From an optimization exercise on the open Yosys and OpenROAD flow, aimed at small area; shortcuts taken in it are not production practice. Function was checked by simulation only, so behaviour that the tests miss may differ from the original. Power figures rest on the tool's default switching activity, not on a simulated workload.

==> flow/design.v <==
package calc_pkg;
	typedef enum logic [2:0] {
		OP_WRITE       = 3'd0,
		OP_READ        = 3'd1,
		OP_READ2       = 3'd2,
		OP_WRITE_READ  = 3'd3,
		OP_WRITE_READ2 = 3'd4,
		OP_LESS        = 3'd5,
		OP_XOR         = 3'd6,
		OP_SHIFT       = 3'd7
	} calc_op_e;
	typedef logic [16-1:0] calc_word_t;
	typedef logic [5-1:0] calc_addr_t;
	typedef union packed {
		logic [16*8-1:0]     flat;
		logic [0:16-1][7:0] chars;
	} lcd_line_u;
endpackage
`timescale 1ns/1ns
module calc_top (
	input  logic                        PB1,
	input  logic                        reset,
	input  logic                        cmd_load,
	input  logic                        step,
	input  logic                        hold,
	input  logic [4-1:0]    nibble,
	output logic [16*8-1:0] line_top,
	output logic [16*8-1:0] line_bottom,
	output logic                        line_valid
);
	logic [2:0]  op;
	logic [3:0]  count;
	logic        step_q;
	logic        step_evt;
	logic        wr_en;
	logic        show;
	logic [4:0]  rd_addr_a;
	logic [4:0]  rd_addr_b;
	logic [4:0]  wr_addr;
	logic [15:0] entry_data;
	logic [3:0]  shift_amt;
	logic [4:0]  port_addr;
	logic [15:0] port;
	logic [15:0] wr_word;
	logic [15:0] top_bits;
	logic [15:0] bot_bits;
	logic        shown;
	logic        top_word;
	wire op_two  = (op == calc_pkg::OP_READ2) || (op == calc_pkg::OP_WRITE_READ2);
	wire op_one  = (op == calc_pkg::OP_READ) || (op == calc_pkg::OP_WRITE_READ);
	wire need_b  = op_two || (op == calc_pkg::OP_LESS) || (op == calc_pkg::OP_XOR);
	assign step_evt = step & ~step_q & ~hold & ~cmd_load;
	wire op_w   = (op == calc_pkg::OP_WRITE);
	wire op_r   = (op == calc_pkg::OP_READ);
	wire op_r2  = (op == calc_pkg::OP_READ2);
	wire op_wr  = (op == calc_pkg::OP_WRITE_READ);
	wire op_wr2 = (op == calc_pkg::OP_WRITE_READ2);
	wire op_lx  = (op == calc_pkg::OP_LESS) || (op == calc_pkg::OP_XOR);
	wire op_sh  = (op == calc_pkg::OP_SHIFT);
	wire has_b  = op_r2 || op_wr2 || op_lx;
	wire do_a_hi  = !op_w && count == 4'd1;
	wire do_a_lo  = !op_w && count == 4'd2;
	wire do_b_hi  = has_b && count == 4'd3;
	wire do_b_lo  = has_b && count == 4'd4;
	wire do_w_hi  = (op_w && count == 4'd1) || ((op_wr || op_sh) && count == 4'd3) ||
	                ((op_wr2 || op_lx) && count == 4'd5);
	wire do_w_lo  = (op_w && count == 4'd2) || ((op_wr || op_sh) && count == 4'd4) ||
	                ((op_wr2 || op_lx) && count == 4'd6);
	wire do_data  = (op_w && count >= 4'd3 && count <= 4'd6) ||
	                (op_wr && count >= 4'd5 && count <= 4'd8) ||
	                (op_wr2 && count >= 4'd7 && count <= 4'd10);
	wire do_shamt = op_sh && count == 4'd5;
	wire do_write = ((op_w || op_lx) && count == 4'd7) || (op_wr && count == 4'd9) ||
	                (op_wr2 && count == 4'd11) || (op_sh && count == 4'd6);
	wire do_show  = ((op_w || op_lx) && count == 4'd8) || (op_r && count == 4'd3) ||
	                (op_r2 && count == 4'd5) || (op_wr && count == 4'd10) ||
	                (op_wr2 && count == 4'd12) || (op_sh && count == 4'd7);
	always_ff @(posedge PB1) begin
		if (reset) begin
			op     <= calc_pkg::OP_WRITE;
			count  <= '0;
			step_q <= 1'b0;
			wr_en  <= 1'b0;
			show   <= 1'b0;
		end else begin
			step_q <= step;
			wr_en  <= step_evt && (do_write);
			show   <= step_evt && (do_show);
			if (cmd_load) begin
				op    <= nibble[2:0];
				count <= '0;
			end else if (hold) begin
				count <= '0;
			end else if (step_evt) begin
				count <= (do_show) ? 4'd0 : count + 4'd1;
			end
		end
	end
	logic [16*32-1:0] ring;
	logic [4:0]  rot;
	logic        clr;
	logic        pend;
	logic [4:0]  pend_addr;
	logic [4:0]  pend_slot;
	logic        pend_on;
	logic        zero_fill;
	logic [15:0] ins_data;
	logic [3:0]  ins_sel;
	assign zero_fill = reset || clr;
	assign pend_on   = pend || wr_en;
	assign pend_slot = pend_addr - rot;
	assign ins_data  = zero_fill ? 16'd0 : entry_data;
	always_comb begin
		for (int k = 0; k < 4; k++)
			ins_sel[k] = zero_fill || (pend_on && pend_slot == 5'(8*k + 1));
	end
	always_ff @(posedge PB1) begin
		for (int s = 0; s < 32; s++) begin
			if (s % 8 == 0)
				ring[16*s +: 16] <= (ring[16*(s+1) +: 16] & {16{!ins_sel[s/8]}}) |
				                    (entry_data & {16{ins_sel[s/8] && !zero_fill}});
			else
				ring[16*s +: 16] <= ring[16*((s+1) % 32) +: 16];
		end
	end
	always_ff @(posedge PB1) begin
		if (reset) begin
			rot   <= '0;
			clr   <= 1'b1;
			pend  <= 1'b0;
		end else begin
			rot <= rot + 5'd1;
			if (rot == 5'd6) clr <= 1'b0;
			pend <= pend_on && (ins_sel == 4'd0);
		end
	end
	logic        a_ok, b_ok;
	logic [15:0] a_word, b_word;
	logic        tap_hit;
	logic [15:0] tap_word;
	logic        got;
	logic [15:0] got_word;
	wire         look_b = a_ok && need_b;
	logic [10:0] tap_sel;
	logic [2:0]  op_nx;
	logic [4:0]  a_nx, b_nx, look_nx, slot_nx;
	logic        a_ok_nx;
	always_comb begin
		op_nx = reset ? calc_pkg::OP_WRITE : (cmd_load ? nibble[2:0] : op);
		a_nx  = rd_addr_a;
		b_nx  = rd_addr_b;
		if (step_evt && do_a_hi) a_nx[4:1] = nibble;
		if (step_evt && do_a_lo) a_nx[0]   = nibble[0];
		if (step_evt && do_b_hi) b_nx[4:1] = nibble;
		if (step_evt && do_b_lo) b_nx[0]   = nibble[0];
		a_ok_nx = !(reset || a_step) && (a_ok || got);
		look_nx = (a_ok_nx && (op_nx == calc_pkg::OP_READ2 || op_nx == calc_pkg::OP_WRITE_READ2 ||
		           op_nx == calc_pkg::OP_LESS || op_nx == calc_pkg::OP_XOR)) ? b_nx : a_nx;
		slot_nx = look_nx - (reset ? 5'd0 : rot + 5'd1);
	end
	always_ff @(posedge PB1) begin
		for (int t = 0; t < 11; t++)
			tap_sel[t] <= (slot_nx == 5'(3*t));
	end
	always_comb begin
		tap_word = '0;
		for (int t = 0; t < 11; t++)
			tap_word = tap_word | ({16{tap_sel[t]}} & ring[16*3*t +: 16]);
	end
	assign tap_hit = |tap_sel;
	assign got      = clr || tap_hit;
	assign got_word = clr ? 16'd0 : tap_word;
	wire a_step = step_evt && (do_a_hi || do_a_lo);
	wire b_step = step_evt && (do_b_hi || do_b_lo);
	wire         b_hold = b_ok || !look_b;
	wire [15:0]  a_next = a_ok ? a_word : got_word;
	wire [15:0]  b_next = b_hold ? b_word : got_word;
	wire upd   = wr_en || (pend && ins_sel != 4'd0);
	wire a_upd = upd && (rd_addr_a == pend_addr);
	wire b_upd = upd && (rd_addr_b == pend_addr);
	always_ff @(posedge PB1) begin
		a_word <= a_upd ? entry_data : a_next;
		b_word <= b_upd ? entry_data : b_next;
		a_ok   <= a_ok_nx;
		b_ok   <= !(reset || b_step) && (b_ok || (look_b && got));
	end
	logic a_lt_b;
	always_comb begin
		a_lt_b = 1'b0;
		for (int i = 0; i < 15; i++)
			a_lt_b = (a_word[i] == b_word[i]) ? a_lt_b : b_word[i];
		a_lt_b = (a_word[15] == b_word[15]) ? a_lt_b : a_word[15];
	end
	always_comb begin
		case (op)
			calc_pkg::OP_LESS:  wr_word = {15'd0, a_lt_b};
			calc_pkg::OP_XOR:   wr_word = a_word ^ b_word;
			default:            wr_word = a_word >> shift_amt;
		endcase
	end
	always_ff @(posedge PB1) begin
		if (step_evt) begin
			if (do_a_hi)  rd_addr_a[4:1] <= nibble;
			if (do_a_lo)  rd_addr_a[0] <= nibble[0];
			if (do_b_hi)  rd_addr_b[4:1] <= nibble;
			if (do_b_lo)  rd_addr_b[0] <= nibble[0];
			if (do_w_hi)  wr_addr[4:1] <= nibble;
			if (do_w_lo)  wr_addr[0] <= nibble[0];
			if (do_shamt) shift_amt <= nibble;
		end
		if (step_evt && do_data)
			entry_data <= {entry_data[11:0], nibble};
		else if (step_evt && do_write && (op == calc_pkg::OP_LESS || op == calc_pkg::OP_XOR || op == calc_pkg::OP_SHIFT))
			entry_data <= wr_word;
		if (step_evt && do_write)
			pend_addr <= wr_addr;
	end
	always_ff @(posedge PB1) begin
		if (reset) begin
			top_bits   <= '0;
			bot_bits   <= '0;
			shown      <= 1'b0;
			top_word   <= 1'b0;
			line_valid <= 1'b0;
		end else begin
			line_valid <= show;
			if (show) begin
				shown    <= 1'b1;
				top_word <= op_two;
				if (op_two)      top_bits <= a_word;
				else if (op_one) top_bits <= {rd_addr_a, 11'd0};
				else             top_bits <= {wr_addr, 11'd0};
				if (op_two)      bot_bits <= b_next;
				else if (op_one) bot_bits <= a_next;
				else             bot_bits <= entry_data;
			end
		end
	end
	always_comb begin
		for (int i = 0; i < 16; i++) begin
			line_top[127-8*i -: 8]    = {3'b001, (i < 5) ? shown : top_word, 3'b000, top_bits[15-i]};
			line_bottom[127-8*i -: 8] = {3'b001, shown, 3'b000, bot_bits[15-i]};
		end
	end
endmodule
Settings: LEC_CHECK=0, ABC_AREA=1, CAP_MARGIN=0, CORE_MARGIN=2, CORE_UTILIZATION=60, SLEW_MARGIN=0; clock period 10.0 ns.
standard.sh (not shown) runs the stock make flow with config.mk's settings and CLKGATE_MAP_FILE= SYNTH_SCRIPT=/design/flow/synth_recipe.tcl, a recipe that flattens the netlist after the stock synthesis.
==> flow/flow/run.sh <==
#!/bin/bash
# Standard layout (the standard.sh: standard synthesis and ORFS steps) with these changes:
#  - constant output ports share tie cells in groups of up to 8 (flow/split_ties.tcl)
#    instead of one tie cell per port
#  - CTS inserts no dummy loads, and uses smaller clock buffers in larger sink clusters
#  - port buffers are the smallest buffer
set -euo pipefail
export SKIP_REPAIR_TIE_FANOUT=1
export POST_FLOORPLAN_TCL="$PWD/flow/split_ties.tcl"
export CTS_ARGS="-sink_clustering_enable -repair_clock_nets -dont_use_dummy_load -buf_list {sky130_fd_sc_hd__clkbuf_4 sky130_fd_sc_hd__clkbuf_8} -sink_clustering_size 20 -sink_clustering_max_diameter 60"
export BUFFER_PORTS_ARGS="-buffer_cell sky130_fd_sc_hd__buf_1"
bash standard.sh > flow_make.log 2>&1
==> flow/flow/split_ties.tcl <==
# Run after floorplan (POST_FLOORPLAN_TCL). Synthesis leaves one tie cell per constant value;
# give every group of up to 8 loads of a tie net its own tie cell, so that no tie net is long,
# while not spending a tie cell on every constant output port.
set group_size 8
set block [ord::get_db_block]
set made 0
set ties {}
foreach inst [$block getInsts] {
  if {[[$inst getMaster] getName] eq "sky130_fd_sc_hd__conb_1"} { lappend ties $inst }
}
foreach inst $ties {
  set master [$inst getMaster]
  foreach iterm [$inst getITerms] {
    set pin [[$iterm getMTerm] getName]
    if {$pin ne "HI" && $pin ne "LO"} { continue }
    set net [$iterm getNet]
    if {$net eq "NULL"} { continue }
    set loads {}
    foreach it [$net getITerms] {
      if {[$it getInst] eq $inst} { continue }
      lappend loads [list "[[$it getInst] getName]/[[$it getMTerm] getName]" i $it]
    }
    foreach bt [$net getBTerms] { lappend loads [list [$bt getName] b $bt] }
    set loads [lsort -dictionary -index 0 $loads]
    set n [llength $loads]
    # the first group stays on the existing tie
    for {set i $group_size} {$i < $n} {incr i $group_size} {
      set name "tie_split_${made}"
      set tie [odb::dbInst_create $block $master $name]
      set tnet [odb::dbNet_create $block "${name}_net"]
      [$tie findITerm $pin] connect $tnet
      foreach l [lrange $loads $i [expr {$i + $group_size - 1}]] {
        set obj [lindex $l 2]
        $obj disconnect
        $obj connect $tnet
      }
      incr made
    }
  }
}
puts "split_ties: added $made tie cells"
The starting point completed without violations.
Edit:
Settings changed: CAP_MARGIN 0 to 20, SLEW_MARGIN 0 to 20.
Setup slack is about the same.
Via count grows by 0.47%.
Critical path depth does not change.
Total power stays flat.
Register-to-register slack hardly moves.
Design area stays flat.

separate check: timing with driven ports:
The results above use ideal ports. As a check the final layouts listed here were re-extracted and re-timed, cells and wires unchanged. Step 1 (the two cells are an assumption about what drives the block):
set clk [get_ports {PB1}]
set_driving_cell -lib_cell sky130_fd_sc_hd__clkbuf_16 $clk
set_driving_cell -lib_cell sky130_fd_sc_hd__buf_2 [delete_from_list [all_inputs] $clk]
Step 2 moves the port delays by t, midway between the first and last clock arrival at a register: inputs arrive t later, outputs are due t later. That takes back most of the time a late clock gives input paths. Three values: ideal, step 1, step 2; two values: the first two.
| run | t (ns) | setup WS [ns] | hold WS [ns] | latest minus earliest clock arrival (ns) | worst slew at a driven data input, ns |
|---|---|---|---|---|---|
| the first run | 0.634 | 5.433 / 5.454 / 4.819 | 0.277 / 0.277 / 0.277 | 0.109 / 0.109 | 0.03 |
| the second run | 0.635 | 5.432 / 5.454 / 4.819 | 0.272 / 0.272 / 0.272 | 0.113 / 0.113 | 0.03 |
After both steps every run listed still meets setup and hold. For the first run, which loses most, drivers alone change the setup slack by +0.021 ns; drivers and shift together by -0.614 ns.
